Background: an optimization exercise with open tools, aiming at small area and a short achievable clock period. Do not read the settings as production practice.
Only simulation tests tie the RTL to the original design; equivalence was not proved.
Power and IR drop assume default switching activity.

==> module mc_bank_dispatch, before the edit <==
module mc_bank_dispatch
#(
    parameter int NUM_BANKS  = 32,
    parameter int ADDR_W     = 32,
    parameter int DATA_W     = 256,
    parameter int FIFO_DEPTH = 8,
    parameter int BANK_LSB   = 5
) (
    input  logic                          clk,
    input  logic                          reset,
    input  logic                          sys__mc__dram_req,
    input  logic                          sys__mc__dram_rdwr,
    input  logic [ADDR_W-1:0]             sys__mc__dram_addr,
    input  logic [DATA_W-1:0]             sys__mc__dram_wr_data,
    output logic                          mc__sys__dram_busy,
    output logic                          input_fifo_empty,
    output logic [$clog2(FIFO_DEPTH):0]   input_fifo_count,
    output logic [NUM_BANKS-1:0]          dec__bnc__valid,
    output logic                          dec__bnc__rdwr,
    output logic [ADDR_W-1:0]             dec__bnc__addr,
    output logic [DATA_W-1:0]             dec__bnc__wr_data,
    input  logic [NUM_BANKS-1:0]          bnc__dec__ready
    ,
    output logic [15:0]                   stat__drop_cnt,
    output logic [31:0]                   stat__rd_cnt,
    output logic [31:0]                   stat__wr_cnt
);
    localparam int c_bank_w = $clog2(NUM_BANKS);
    localparam int c_req_w  = 1 + ADDR_W + DATA_W;
    localparam int c_cnt_w  = $clog2(FIFO_DEPTH) + 1;
    logic [c_req_w-1:0]    w_push_req, w_head_req;
    logic                  w_push, w_pop, w_xfer, w_load, w_hit;
    logic [c_bank_w-1:0]   w_head_bank;
    logic [FIFO_DEPTH-1:0] wr_oh_q, rd_oh_q;
    logic [c_cnt_w-1:0]    count_q, count_d;
    logic                  full_q, empty_q;
    logic [FIFO_DEPTH-1:0] wen_q, wr_oh_d;
    logic                  nempty_q;
    logic                  out_valid_q;
    logic [NUM_BANKS-1:0]  sel_q;
    logic [NUM_BANKS-1:0]  selx_q;
    logic [c_req_w-1:0]    out_req_q;
    assign w_push_req = {sys__mc__dram_rdwr, sys__mc__dram_addr, sys__mc__dram_wr_data};
    assign w_push     = sys__mc__dram_req && !full_q;
    assign w_hit      = |(selx_q & bnc__dec__ready);
    assign w_xfer     = out_valid_q && w_hit;
    assign w_load     = !out_valid_q || w_hit;
    assign w_pop      = w_load && nempty_q;
    mc_sync_fifo #(
        .WIDTH (c_req_w),
        .DEPTH (FIFO_DEPTH)
    ) u_fifo (
        .clk   (clk),
        .wsel  (wen_q),
        .rsel  (rd_oh_q),
        .wdata (w_push_req),
        .rdata (w_head_req)
    );
    assign w_head_bank = w_head_req[DATA_W + BANK_LSB +: c_bank_w];
    assign wr_oh_d = w_push ? {wr_oh_q[FIFO_DEPTH-2:0], wr_oh_q[FIFO_DEPTH-1]} : wr_oh_q;
    logic w_inc, w_dec, full_d, nempty_d;
    logic [c_cnt_w-1:0] count_up, count_dn;
    assign w_inc    = w_push && !w_pop;
    assign w_dec    = w_pop && !w_push;
    assign count_up = count_q + c_cnt_w'(1);
    assign count_dn = count_q - c_cnt_w'(1);
    assign count_d  = w_inc ? count_up : (w_dec ? count_dn : count_q);
    assign full_d   = w_inc ? (count_q == c_cnt_w'(FIFO_DEPTH - 1)) : (full_q && !w_dec);
    assign nempty_d = w_inc || (nempty_q && !(w_dec && count_q == c_cnt_w'(1)));
    always_ff @(posedge clk or negedge reset) begin
        if (!reset) begin
            wr_oh_q     <= {{(FIFO_DEPTH-1){1'b0}}, 1'b1};
            rd_oh_q     <= {{(FIFO_DEPTH-1){1'b0}}, 1'b1};
            count_q     <= '0;
            full_q      <= 1'b0;
            empty_q     <= 1'b1;
            wen_q       <= {{(FIFO_DEPTH-1){1'b0}}, 1'b1};
            nempty_q    <= 1'b0;
            out_valid_q <= 1'b0;
            sel_q       <= '0;
        end else begin
            wr_oh_q <= wr_oh_d;
            if (w_pop)  rd_oh_q <= {rd_oh_q[FIFO_DEPTH-2:0], rd_oh_q[FIFO_DEPTH-1]};
            count_q <= count_d;
            full_q   <= full_d;
            empty_q  <= !nempty_d;
            wen_q    <= wr_oh_d & {FIFO_DEPTH{!full_d}};
            nempty_q <= nempty_d;
            if (w_load) begin
                out_valid_q <= nempty_q;
                for (int b = 0; b < NUM_BANKS; b++)
                    sel_q[b] <= nempty_q && (w_head_bank == c_bank_w'(b));
            end
        end
    end
    always_ff @(posedge clk) begin
        if (w_load) begin
            out_req_q <= w_head_req;
            for (int b = 0; b < NUM_BANKS; b++)
                selx_q[b] <= nempty_q && (w_head_bank == c_bank_w'(b));
        end
    end
    assign mc__sys__dram_busy = full_q;
    assign input_fifo_empty   = empty_q;
    assign input_fifo_count   = count_q;
    assign dec__bnc__valid    = sel_q;
    assign dec__bnc__rdwr     = out_req_q[c_req_w-1];
    assign dec__bnc__addr     = out_req_q[DATA_W +: ADDR_W];
    assign dec__bnc__wr_data  = out_req_q[DATA_W-1:0];
    logic [15:0] drop_cnt_q;
    logic [31:0] rd_cnt_q;
    logic [31:0] wr_cnt_q;
    always_ff @(posedge clk or negedge reset) begin
        if (!reset) begin
            drop_cnt_q <= '0;
            rd_cnt_q   <= '0;
            wr_cnt_q   <= '0;
        end else begin
            if (sys__mc__dram_req && full_q && (drop_cnt_q != 16'hFFFF))
                drop_cnt_q <= drop_cnt_q + 16'd1;
            if (w_xfer && out_req_q[c_req_w-1] == mc_dec_pkg::MC_WR) wr_cnt_q <= wr_cnt_q + 32'd1;
            if (w_xfer && out_req_q[c_req_w-1] == mc_dec_pkg::MC_RD) rd_cnt_q <= rd_cnt_q + 32'd1;
        end
    end
    assign stat__drop_cnt = drop_cnt_q;
    assign stat__rd_cnt   = rd_cnt_q;
    assign stat__wr_cnt   = wr_cnt_q;
endmodule
export LEC_CHECK = 0
export CAP_MARGIN = 20
export CORE_AREA = 2.3 2.72 443.44 437.92
export CTS_CLUSTER_DIAMETER = 80
export CTS_CLUSTER_SIZE = 30
export DIE_AREA = 0 0 445.74 440.64
export SETUP_SLACK_MARGIN = 1.8
export SLEW_MARGIN = 20
export TNS_END_PERCENT = 0
create_clock -name core_clock -period 4.0 [get_ports {clk}]
standard.sh (not shown) runs the stock make flow with config.mk's settings and CLKGATE_MAP_FILE= SYNTH_SCRIPT=/design/flow/synth_recipe.tcl, a recipe that flattens the netlist after the stock synthesis.
==> flow/flow/run.sh <==
#!/bin/bash
# Standard layout, with plain fast buffers (instead of the default delay
# cells) on every input and output port.
set -euo pipefail
export BUFFER_PORTS_ARGS="-buffer_cell sky130_fd_sc_hd__buf_2"
bash standard.sh > standard_flow.log 2>&1
Then changed:
--- a/flow/design.v
+++ b/flow/design.v
@@ -99,19 +99,15 @@
         .wdata (w_push_req),
         .rdata (w_head_req)
     );
     assign w_head_bank = w_head_req[DATA_W + BANK_LSB +: c_bank_w];
     assign wr_oh_d = w_push ? {wr_oh_q[FIFO_DEPTH-2:0], wr_oh_q[FIFO_DEPTH-1]} : wr_oh_q;
-    logic w_inc, w_dec, full_d, nempty_d;
-    logic [c_cnt_w-1:0] count_up, count_dn;
-    assign w_inc    = w_push && !w_pop;
-    assign w_dec    = w_pop && !w_push;
-    assign count_up = count_q + c_cnt_w'(1);
-    assign count_dn = count_q - c_cnt_w'(1);
-    assign count_d  = w_inc ? count_up : (w_dec ? count_dn : count_q);
-    assign full_d   = w_inc ? (count_q == c_cnt_w'(FIFO_DEPTH - 1)) : (full_q && !w_dec);
-    assign nempty_d = w_inc || (nempty_q && !(w_dec && count_q == c_cnt_w'(1)));
+    always_comb begin
+        count_d = count_q;
+        if (w_push && !w_pop) count_d = count_q + c_cnt_w'(1);
+        if (!w_push && w_pop) count_d = count_q - c_cnt_w'(1);
+    end
     always_ff @(posedge clk or negedge reset) begin
         if (!reset) begin
             wr_oh_q     <= {{(FIFO_DEPTH-1){1'b0}}, 1'b1};
             rd_oh_q     <= {{(FIFO_DEPTH-1){1'b0}}, 1'b1};
             count_q     <= '0;
@@ -123,14 +119,14 @@
             sel_q       <= '0;
         end else begin
             wr_oh_q <= wr_oh_d;
             if (w_pop)  rd_oh_q <= {rd_oh_q[FIFO_DEPTH-2:0], rd_oh_q[FIFO_DEPTH-1]};
             count_q <= count_d;
-            full_q   <= full_d;
-            empty_q  <= !nempty_d;
-            wen_q    <= wr_oh_d & {FIFO_DEPTH{!full_d}};
-            nempty_q <= nempty_d;
+            full_q  <= (count_d == c_cnt_w'(FIFO_DEPTH));
+            empty_q <= (count_d == '0);
+            wen_q    <= wr_oh_d & {FIFO_DEPTH{count_d != c_cnt_w'(FIFO_DEPTH)}};
+            nempty_q <= (count_d != '0);
             if (w_load) begin
                 out_valid_q <= nempty_q;
                 for (int b = 0; b < NUM_BANKS; b++)
                     sel_q[b] <= nempty_q && (w_head_bank == c_bank_w'(b));
             end
After rerunning: Worst setup slack gains 34 ps; final area hardly moves; hold slack gains 20 ps; total power rises by a few percent; utilization falls by 0.12 points.

port drivers added, routing unchanged:
The flow's constraints put no driver on any port. The routed layouts listed below were extracted and timed again, unchanged, in two steps.
Step 1: set_driving_cell puts a clkbuf_16 on clk and a buf_2 on each other input, an assumption about the parent block.
Step 2, shift: input delay + t, output delay - t, t = (earliest + latest rising clock arrival at the registers) / 2. This alone moves slack from input paths to output paths.
a / b / c = ideal ports / drivers / drivers and shift; a / b = the first two.
| run | t (ns) | setup WS [ns] | worst setup path at the end |
|---|---|---|---|
| the first run | 0.893 | 1.510 / 1.499 / 1.012 | input to register |
| the second run | 0.878 | 1.544 / 1.464 / 1.090 | input to register |
After both steps every run listed still meets setup and hold. For the first run, which loses most, drivers alone change the setup slack by -0.011 ns; drivers and shift together by -0.498 ns.
